Source: an optimization exercise on an open RTL-to-GDS flow (aim: small area, a short achievable clock period and few clock cycles per item). Production flows keep margins and buffers that such runs may drop.
Function was checked by simulation only, so behaviour that the tests miss may differ from the original.
Power figures rest on the tool's default switching activity, not on a simulated workload.

## int8_vector_l2_norm
module int8_vector_l2_norm
(
  input  logic        clk_i,
  input  logic        rst_ni,
  input  logic        in_valid,
  output logic        in_ready,
  input  logic [7:0]  in_sample_0,
  input  logic [7:0]  in_sample_1,
  input  logic [7:0]  in_sample_2,
  input  logic [7:0]  in_sample_3,
  input  logic [7:0]  in_sample_4,
  input  logic [7:0]  in_sample_5,
  input  logic [7:0]  in_sample_6,
  input  logic [7:0]  in_sample_7,
  input  logic [3:0]  in_lane_count,
  input  logic        in_last,
  output logic        out_valid,
  input  logic        out_ready,
  output logic [38:0] out_sum_of_squares,
  output logic [27:0] out_norm_fixed,
  output logic        out_overflow
);
  logic [LANES-1:0][SAMPLE_W-1:0] samples, mag;
  logic [LANE_CNT_W-1:0]          lanes_clamped;
  logic                           accept, in_ready_q, in_ready_d;
  logic [LANES-1:0][SAMPLE_W-1:0] a_mag_q;
  logic [LANE_CNT_W-1:0]          a_lanes_q, b1_lanes_q, b2_lanes_q, b3_lanes_q;
  logic                           a_valid_q, b1_valid_q, b2_valid_q, b3_valid_q;
  logic                           a_last_q, b1_last_q, b2_last_q, b3_last_q;
  logic                           a_lastv_d;
  logic [SSQ_W-1:0]               ssq;
  logic                           avail, free, fin_d, hold_d, idle_d;
  logic [SUM_W-1:0]               fin_sum;
  logic                           fin_ovf;
  logic [WIN-1:0]                 fin_root;
  logic [WIN:0]                   fin_rem;
  logic [STEP_W-1:0]              fin_step;
  logic [1:0]                     fin_pair;
  logic [5:0]                     owe;
  ...
Size in the first run: about 2500 cells after synthesis, ~140 I/O pins, ~25000 um^2 of cells after synthesis.
clock: 6.5 ns
lec_check: 0
cap_margin: 20
core_margin: 2
core_utilization: 60
cts_buf_list: sky130_fd_sc_hd__clkbuf_8
setup_slack_margin: 3.5
slew_margin: 20
synth_hierarchical: 1
synth_minimum_keep_size: 0
standard.sh (not shown) runs the stock make flow with config.mk's settings and CLKGATE_MAP_FILE= SYNTH_SCRIPT=/design/flow/synth_recipe.tcl, a recipe that flattens the netlist after the stock synthesis.
==> flow/flow/run.sh <==
#!/bin/bash
# The standard layout (the standard.sh, unchanged synthesis and steps), with the port
# buffers that global placement inserts made from the plain buffer family (sky130_fd_sc_hd__buf_1,
# which repair may upsize) instead of the tool's default pick, a delay buffer.
set -euo pipefail
export BUFFER_PORTS_ARGS="-buffer_cell sky130_fd_sc_hd__buf_1"
bash standard.sh > standard.log 2>&1
The baseline completed with no timing, DRC or antenna violations.
Testbench counts at the start, summed over its fixed seeds: cycles 29,676, vectors 1,600.
Then changed:
--- a/flow/design.v
+++ b/flow/design.v
@@ -1121,51 +1121,58 @@
   output logic [WIN-1:0]        root_o,      
   output logic [WIN:0]          rem_o,       
   output logic [STEP_W-1:0]     step_o,      
   output logic [1:0]            pair_o,
   output logic                  fin_d_o,     
   output logic                  hold_d_o
 );
   localparam int PADW = 40 + 2 * WIN;
-  logic [SUM_W-1:0]  acc_q, sum_d, fin_sum;
+  logic [17:0]       acc_lo_q;       
+  logic [20:0]       acc_hi_q, hi_d;
+  logic              cy_q;
+  logic [SUM_W-1:0]  acc_sum, fin_sum;
   logic [CNT_W-1:0]  cnt_q, cnt_sum, cnt_d;
   logic              ovf_q, ovf_d;
   logic              first_q, first_d, clr_q, clr_d, fin_q, fin_d;
   logic [18:0]       lo_sum;
   logic [20:0]       hi_inc;
+  logic [19:0]       top_acc;
   logic              hold_q, hold_d, load, hold_load;
   logic [SUM_W-1:0]  hold_sum_q;
   logic              hold_ovf_q;
   logic [WIN-1:0]    win_root;
   logic [WIN:0]      win_rem;
   logic [STEP_W-1:0] step_init;
   logic [1:0]        pair_init;
   logic [PADW-1:0]   pad;
   logic [39:0]       fin_ext;
   logic [19:0]       nz, top, hold_top_q;
   logic [2*WIN-1:0]  win;
   assign first_d  = valid_i ? last_i : first_q;
   assign clr_d    = valid_nx_i && first_d;
-  assign lo_sum   = {1'b0, acc_q[17:0]} + {1'b0, ssq_i};
-  assign hi_inc   = acc_q[38:18] + 21'd1;
-  assign sum_d    = clr_q ? SUM_W'(ssq_i)
-                  : {lo_sum[18] ? hi_inc : acc_q[38:18], lo_sum[17:0]};
+  assign lo_sum   = {1'b0, clr_q ? 18'd0 : acc_lo_q} + {1'b0, ssq_i};
+  assign hi_inc   = acc_hi_q + 21'(cy_q);
+  assign hi_d     = clr_q ? 21'd0 : hi_inc;
+  assign acc_sum  = {hi_inc, acc_lo_q};
   assign cnt_sum  = cnt_q + CNT_W'(lanes_i);
   assign cnt_d    = clr_q ? CNT_W'(lanes_i) : cnt_sum;
   assign ovf_d    = !clr_q && (ovf_q || (cnt_sum[CNT_W-1] && cnt_sum[CNT_W-2:0] != '0));
-  assign fin_sum  = ovf_q ? SUM_BOUND : acc_q;
-  assign fin_ext = {1'b0, acc_q};
+  assign fin_sum  = ovf_q ? SUM_BOUND : acc_sum;
+  assign fin_ext = {1'b0, acc_hi_q, acc_lo_q};
   always_comb begin
     for (int j = 0; j < 20; j++) nz[j] = fin_ext[2*j+1 -: 2] != 2'b00;
     for (int j = 0; j < 20; j++) begin
-      top[j] = nz[j];
-      for (int i = j + 1; i < 20; i++) top[j] = top[j] && !nz[i];
-      if (ovf_q) top[j] = (j == 19);
+      top_acc[j] = nz[j];
+      for (int i = j + 1; i < 20; i++) top_acc[j] = top_acc[j] && !nz[i];
     end
+    if (ovf_q) top = 20'd1 << 19;
+    else if (!cy_q) top = top_acc;
+    else if (top_acc[19:9] == '0) top = 20'd1 << 9;
+    else top = {top_acc[18:9], 9'd0, 1'b0} | {top_acc[19], 19'd0};
   end
   assign pad = {1'b0, hold_sum_q, {(2*WIN){1'b0}}};
   always_comb begin
     step_init = (hold_top_q == '0) ? STEP_W'(8 - WIN) : '0;
     win       = '0;
     pair_init = '0;
     for (int j = 0; j < 20; j++) begin
       if (hold_top_q[j]) step_init = step_init | STEP_W'(j + 8 - WIN);
@@ -1264,17 +1271,19 @@
     end else begin
       first_q <= first_d;
       clr_q   <= clr_d;
       fin_q   <= fin_d;
       hold_q  <= hold_d;
     end
   end
   always_ff @(posedge clk_i) begin
-    acc_q <= sum_d;
+    acc_lo_q <= lo_sum[17:0];
+    cy_q     <= lo_sum[18];
+    acc_hi_q <= hi_d;
     cnt_q <= cnt_d;
     ovf_q <= ovf_d;
     if (hold_load) begin
       hold_sum_q  <= fin_sum;
       hold_ovf_q  <= ovf_q;
       hold_top_q  <= top;
     end
   end
Non-clock buffer count went down by 1.
Combinational power went up by about 2%.
Global-route usage went up by 0.61 points.
Design area stays flat.
Routed wire length went up by about 2.7%.
Worst hold slack stays flat.
Setup slack loses 0.0062 ns.
Cell count went down by 1.0%.
Total power went up by about 1.9%.
Synthesized cell count went down by about 1.6%.
Die area is about the same.
Testbench counts after the change, summed over its fixed seeds: cycles 29,715, vectors 1,600.

* * *

Another version of the RTL of int8_vector_l2_norm (not shown whole).
Size in the first run: roughly 2700 cells after synthesis, ~440 flip-flops, about 140 I/O pins, ~0.026 sq mm of cells after synthesis.
Design int8_vector_l2_norm, start of the top module:
module int8_vector_l2_norm
(
  input  logic        clk_i,
  input  logic        rst_ni,
  input  logic        in_valid,
  output logic        in_ready,
  input  logic [7:0]  in_sample_0,
  input  logic [7:0]  in_sample_1,
  input  logic [7:0]  in_sample_2,
  input  logic [7:0]  in_sample_3,
  input  logic [7:0]  in_sample_4,
  input  logic [7:0]  in_sample_5,
  input  logic [7:0]  in_sample_6,
  input  logic [7:0]  in_sample_7,
  input  logic [3:0]  in_lane_count,
  input  logic        in_last,
  output logic        out_valid,
  input  logic        out_ready,
  output logic [38:0] out_sum_of_squares,
  output logic [27:0] out_norm_fixed,
  output logic        out_overflow
);
clock: 6.5 ns
lec_check: 0
cap_margin: 20
core_margin: 2
core_utilization: 60
setup_slack_margin: 3.5
slew_margin: 20
run.sh (not shown) runs the stock make flow with config.mk's settings and CLKGATE_MAP_FILE= SYNTH_SCRIPT=/design/flow/synth_recipe.tcl, a recipe that flattens the netlist after the stock synthesis.
Stock flow here: none of the scripts above is used.
Testbench counts at the start, summed over its fixed seeds: cycles 29,676, vectors 1,600.
==> next run, changes <==
--- a/flow/design.v
+++ b/flow/design.v
@@ -1110,65 +1110,67 @@
   logic [SUM_W-1:0]  acc_q, sum_d, fin_sum;
   logic [CNT_W-1:0]  cnt_q, cnt_sum, cnt_d;
   logic              ovf_q, ovf_d;
   logic              first_q, first_d, clr_q, clr_d, fin_q, fin_d;
   logic [18:0]       lo_sum;
   logic [20:0]       hi_inc;
   logic              hold_q, hold_d, load, hold_load;
   logic [SUM_W-1:0]  hold_sum_q;
   logic              hold_ovf_q;
-  logic [WIN-1:0]    hold_root_q, win_root;
-  logic [WIN:0]      hold_rem_q, win_rem;
-  logic [STEP_W-1:0] hold_step_q, step_init;
-  logic [1:0]        hold_pair_q, pair_init;
+  logic [WIN-1:0]    win_root;
+  logic [WIN:0]      win_rem;
+  logic [STEP_W-1:0] step_init;
+  logic [1:0]        pair_init;
   logic [PADW-1:0]   pad;
-  logic [19:0]       nz, top;
-  logic              none;
+  logic [39:0]       fin_ext;
+  logic [19:0]       nz, top, hold_top_q;
   logic [2*WIN-1:0]  win;
   assign first_d  = valid_i ? last_i : first_q;
   assign clr_d    = valid_nx_i && first_d;
   assign lo_sum   = {1'b0, acc_q[17:0]} + {1'b0, ssq_i};
   assign hi_inc   = acc_q[38:18] + 21'd1;
   assign sum_d    = clr_q ? SUM_W'(ssq_i)
                   : {lo_sum[18] ? hi_inc : acc_q[38:18], lo_sum[17:0]};
   assign cnt_sum  = cnt_q + CNT_W'(lanes_i);
   assign cnt_d    = clr_q ? CNT_W'(lanes_i) : cnt_sum;
   assign ovf_d    = !clr_q && (ovf_q || (cnt_sum[CNT_W-1] && cnt_sum[CNT_W-2:0] != '0));
   assign fin_sum  = ovf_q ? SUM_BOUND : acc_q;
-  assign pad = {1'b0, fin_sum, {(2*WIN){1'b0}}};
+  assign fin_ext = {1'b0, fin_sum};
   always_comb begin
-    for (int j = 0; j < 20; j++) nz[j] = pad[2*j+1+2*WIN -: 2] != 2'b00;
+    for (int j = 0; j < 20; j++) nz[j] = fin_ext[2*j+1 -: 2] != 2'b00;
     for (int j = 0; j < 20; j++) begin
       top[j] = nz[j];
       for (int i = j + 1; i < 20; i++) top[j] = top[j] && !nz[i];
     end
-    none      = (nz == '0);
-    step_init = none ? STEP_W'(8 - WIN) : '0;
+  end
+  assign pad = {1'b0, hold_sum_q, {(2*WIN){1'b0}}};
+  always_comb begin
+    step_init = (hold_top_q == '0) ? STEP_W'(8 - WIN) : '0;
     win       = '0;
     pair_init = '0;
     for (int j = 0; j < 20; j++) begin
-      if (top[j]) step_init = step_init | STEP_W'(j + 8 - WIN);
-      win       = win | (top[j] ? pad[2*j+1+2*WIN -: 2*WIN] : '0);
-      pair_init = pair_init | (top[j] ? pad[2*j+1 -: 2] : 2'b00);
+      if (hold_top_q[j]) step_init = step_init | STEP_W'(j + 8 - WIN);
+      win       = win | (hold_top_q[j] ? pad[2*j+1+2*WIN -: 2*WIN] : '0);
+      pair_init = pair_init | (hold_top_q[j] ? pad[2*j+1 -: 2] : 2'b00);
     end
     win_root = '0;
     for (int r = 1; r < (1 << WIN); r++) begin
       if ((r * r) <= int'(win)) win_root = WIN'(r);
     end
     win_rem = (WIN+1)'(int'(win) - int'(win_root) * int'(win_root));
   end
   assign avail_o   = hold_q;
   assign sum_o     = hold_sum_q;
   assign ovf_o     = hold_ovf_q;
-  assign root_o    = hold_root_q;
-  assign rem_o     = hold_rem_q;
-  assign step_o    = hold_step_q;
-  assign pair_o    = hold_pair_q;
+  assign root_o    = win_root;
+  assign rem_o     = win_rem;
+  assign step_o    = step_init;
+  assign pair_o    = pair_init;
   assign load      = free_i && hold_q;
   assign hold_load = fin_q && (!hold_q || load);
   assign hold_d    = hold_load || (hold_q && !load);
   assign fin_d     = (valid_i && last_i) || (fin_q && !hold_load);
   assign fin_d_o   = fin_d;
   assign hold_d_o  = hold_d;
   always_ff @(posedge clk_i or negedge rst_ni) begin
     if (!rst_ni) begin
       first_q <= 1'b1;
@@ -1183,22 +1185,19 @@
     end
   end
   always_ff @(posedge clk_i) begin
     acc_q <= sum_d;
     cnt_q <= cnt_d;
     ovf_q <= ovf_d;
     if (hold_load) begin
       hold_sum_q  <= fin_sum;
       hold_ovf_q  <= ovf_q;
-      hold_root_q <= win_root;
-      hold_rem_q  <= win_rem;
-      hold_step_q <= step_init;
-      hold_pair_q <= pair_init;
+      hold_top_q  <= top;
     end
   end
 endmodule
 import ivl2n_pkg::*;
 module ivl2n_sqrt
 (
   input  logic              clk_i,
   input  logic              rst_ni,
   input  logic              avail_i,     
@@ -1342,19 +1341,19 @@
       for (int j = i + 1; j < 6; j++) begin
         if (owe[i] && owe[j] && (owe & ~((6'd1 << i) | (6'd1 << j))) == '0) owe_eq2 = 1'b1;
       end
     end
   end
   assign in_ready_d = owe_le1 || (owe_eq2 && idle_d);
   assign idle_d    = free && !avail;
   always_ff @(posedge clk_i or negedge rst_ni) begin
     if (!rst_ni) begin
-      in_ready_q <= 1'b1;
+      in_ready_q <= 1'b0;
       a_valid_q  <= 1'b0;
       b1_valid_q <= 1'b0;
       b2_valid_q <= 1'b0;
       b3_valid_q <= 1'b0;
     end else begin
       in_ready_q <= in_ready_d;
       a_valid_q  <= accept;
       b1_valid_q <= a_valid_q;
       b2_valid_q <= b1_valid_q;
=> Wire length falls slightly; die area goes down slightly; final area is lower slightly; hold slack hardly moves; synthesized cell count falls by a few percent; maximum frequency came out higher by about a fifth; area after synthesis fell slightly; power decreases by a few percent; global-route usage shrinks by 0.39 points; flip-flop and latch count climbs by 5; register-to-register slack improves by 0.46 ns.
Testbench counts after the change, summed over its fixed seeds: cycles 29,676, vectors 1,600.

* * *

blue:
RTL: one of the versions met above, not the one the previous note started from.
Size: ~2400 cells after synthesis, roughly 450 flip-flops, about 140 I/O pins, ~0.025 mm2 of cells after synthesis.
Design int8_vector_l2_norm, start of the top module:
module int8_vector_l2_norm
(
  input  logic        clk_i,
  input  logic        rst_ni,
  input  logic        in_valid,
  output logic        in_ready,
  input  logic [7:0]  in_sample_0,
  input  logic [7:0]  in_sample_1,
  input  logic [7:0]  in_sample_2,
  input  logic [7:0]  in_sample_3,
  input  logic [7:0]  in_sample_4,
  input  logic [7:0]  in_sample_5,
  input  logic [7:0]  in_sample_6,
  input  logic [7:0]  in_sample_7,
  input  logic [3:0]  in_lane_count,
  input  logic        in_last,
  output logic        out_valid,
  input  logic        out_ready,
  output logic [38:0] out_sum_of_squares,
  output logic [27:0] out_norm_fixed,
  output logic        out_overflow
);
  logic [LANES-1:0][SAMPLE_W-1:0] samples, mag;
  logic [LANE_CNT_W-1:0]          lanes_clamped;
  logic                           accept, in_ready_q, in_ready_d;
  logic [LANES-1:0][SAMPLE_W-1:0] a_mag_q;
  ...
clock: 6.5 ns
lec_check: 0
cap_margin: 20
core_margin: 2
core_utilization: 60
cts_buf_list: sky130_fd_sc_hd__clkbuf_8
setup_slack_margin: 3.8
slew_margin: 20
synth_hierarchical: 1
synth_minimum_keep_size: 0
standard.sh (not shown) runs the stock make flow with config.mk's settings and CLKGATE_MAP_FILE= SYNTH_SCRIPT=/design/flow/synth_recipe.tcl, a recipe that flattens the netlist after the stock synthesis.
Scripts as last shown in full above: flow/flow/run.sh
Testbench counts of blue, summed over its fixed seeds: cycles 29,715, vectors 1,600.
> inputs changed (blue -> orange)
diff --git a/flow/design.v b/flow/design.v
--- a/flow/design.v
+++ b/flow/design.v
@@ -1120,60 +1120,53 @@
   output logic                  ovf_o,
   output logic [WIN-1:0]        root_o,      
   output logic [WIN:0]          rem_o,       
   output logic [STEP_W-1:0]     step_o,      
   output logic [1:0]            pair_o,
   output logic                  fin_d_o,     
   output logic                  hold_d_o
 );
   localparam int PADW = 40 + 2 * WIN;
-  logic [17:0]       acc_lo_q;       
-  logic [20:0]       acc_hi_q, hi_d;
-  logic              cy_q;
-  logic [SUM_W-1:0]  acc_sum, fin_sum;
+  logic [SUM_W-1:0]  acc_q, sum_d, fin_sum;
   logic [CNT_W-1:0]  cnt_q, cnt_sum, cnt_d;
   logic              ovf_q, ovf_d;
   logic              first_q, first_d, clr_q, clr_d, fin_q, fin_d;
   logic [18:0]       lo_sum;
   logic [20:0]       hi_inc;
-  logic [19:0]       top_acc;
   logic              hold_q, hold_d, load, hold_load;
   logic [SUM_W-1:0]  hold_sum_q;
   logic              hold_ovf_q;
   logic [WIN-1:0]    win_root;
   logic [WIN:0]      win_rem;
   logic [STEP_W-1:0] step_init;
   logic [1:0]        pair_init;
   logic [PADW-1:0]   pad;
   logic [39:0]       fin_ext;
   logic [19:0]       nz, top, hold_top_q;
   logic [2*WIN-1:0]  win;
   assign first_d  = valid_i ? last_i : first_q;
   assign clr_d    = valid_nx_i && first_d;
-  assign lo_sum   = {1'b0, clr_q ? 18'd0 : acc_lo_q} + {1'b0, ssq_i};
-  assign hi_inc   = acc_hi_q + 21'(cy_q);
-  assign hi_d     = clr_q ? 21'd0 : hi_inc;
-  assign acc_sum  = {hi_inc, acc_lo_q};
+  assign lo_sum   = {1'b0, acc_q[17:0]} + {1'b0, ssq_i};
+  assign hi_inc   = acc_q[38:18] + 21'd1;
+  assign sum_d    = clr_q ? SUM_W'(ssq_i)
+                  : {lo_sum[18] ? hi_inc : acc_q[38:18], lo_sum[17:0]};
   assign cnt_sum  = cnt_q + CNT_W'(lanes_i);
   assign cnt_d    = clr_q ? CNT_W'(lanes_i) : cnt_sum;
   assign ovf_d    = !clr_q && (ovf_q || (cnt_sum[CNT_W-1] && cnt_sum[CNT_W-2:0] != '0));
-  assign fin_sum  = ovf_q ? SUM_BOUND : acc_sum;
-  assign fin_ext = {1'b0, acc_hi_q, acc_lo_q};
+  assign fin_sum  = ovf_q ? SUM_BOUND : acc_q;
+  assign fin_ext = {1'b0, acc_q};
   always_comb begin
     for (int j = 0; j < 20; j++) nz[j] = fin_ext[2*j+1 -: 2] != 2'b00;
     for (int j = 0; j < 20; j++) begin
-      top_acc[j] = nz[j];
-      for (int i = j + 1; i < 20; i++) top_acc[j] = top_acc[j] && !nz[i];
+      top[j] = nz[j];
+      for (int i = j + 1; i < 20; i++) top[j] = top[j] && !nz[i];
+      if (ovf_q) top[j] = (j == 19);
     end
-    if (ovf_q) top = 20'd1 << 19;
-    else if (!cy_q) top = top_acc;
-    else if (top_acc[19:9] == '0) top = 20'd1 << 9;
-    else top = {top_acc[18:9], 9'd0, 1'b0} | {top_acc[19], 19'd0};
   end
   assign pad = {1'b0, hold_sum_q, {(2*WIN){1'b0}}};
   always_comb begin
     step_init = (hold_top_q == '0) ? STEP_W'(8 - WIN) : '0;
     win       = '0;
     pair_init = '0;
     for (int j = 0; j < 20; j++) begin
       if (hold_top_q[j]) step_init = step_init | STEP_W'(j + 8 - WIN);
       win       = win | (hold_top_q[j] ? pad[2*j+1+2*WIN -: 2*WIN] : '0);
@@ -1270,21 +1263,19 @@
       hold_q  <= 1'b0;
     end else begin
       first_q <= first_d;
       clr_q   <= clr_d;
       fin_q   <= fin_d;
       hold_q  <= hold_d;
     end
   end
   always_ff @(posedge clk_i) begin
-    acc_lo_q <= lo_sum[17:0];
-    cy_q     <= lo_sum[18];
-    acc_hi_q <= hi_d;
+    acc_q <= sum_d;
     cnt_q <= cnt_d;
     ovf_q <= ovf_d;
     if (hold_load) begin
       hold_sum_q  <= fin_sum;
       hold_ovf_q  <= ovf_q;
       hold_top_q  <= top;
     end
   end
 endmodule
Results
For orange, the capturing instance or port of the critical path was u_merge.acc_q[33]$_SDFFE_PP0P_, unlike blue, where it was u_lane.st1_q[19]$_DFF_P_.
Summary of orange over blue: proportion of power drawn by combinational gates dropped 0.9 points, y dimension of the die stayed essentially flat, detailed-route wire length fell 4.3%.
Compared to blue, orange has internal reg-to-reg setup slack 190 ps lower.
| total power divided by cell area | higher: blue |
Between orange and blue, setup slack is higher for blue, orange comes in under that.
Looking only at total non-filler cell area in the finished layout, and setting everything else aside, the higher value of orange and blue goes to orange.
Compared with blue, orange shows a higher critical path depth.
Testbench counts of orange, summed over its fixed seeds: cycles 29,676, vectors 1,600.

==> port drivers added, routing unchanged <==
No port has a modelled driver above. Below, the same layouts with a new extraction and two added sets of constraints.
Step 1 assumes that a clkbuf_16 drives the clock port and a buf_2 every other input.
Step 2 adds t to the input delays and takes it off the output delays; t is the mean of the earliest and latest rising clock arrival at the registers after step 1. Input paths then give back, and output paths get back, about the clock's delay inside the block.
Three values: no drivers, after step 1, after step 2; two values: the first two.
run | t, ns | setup slack, ns | worst setup path after step 2
the first run of note 1 | 0.689 | 3.605 / 3.605 / 3.121 | input to register
the second run of note 1 | 0.693 | 3.599 / 3.599 / 3.017 | input to register
the first run of note 2 | 0.635 | 2.985 / 2.985 / 2.985 | register to register
the second run of note 2 | 0.643 | 3.447 / 3.447 / 3.013 | input to register
blue | 0.695 | 3.813 / 3.813 / 3.277 | input to register
orange | 0.676 | 3.624 / 3.624 / 3.283 | input to register
After both steps setup and hold are still met in every run listed. The setup slack of the second run of note 1, which loses most, moves by 0.000 ns with the drivers and by -0.582 ns with both steps.
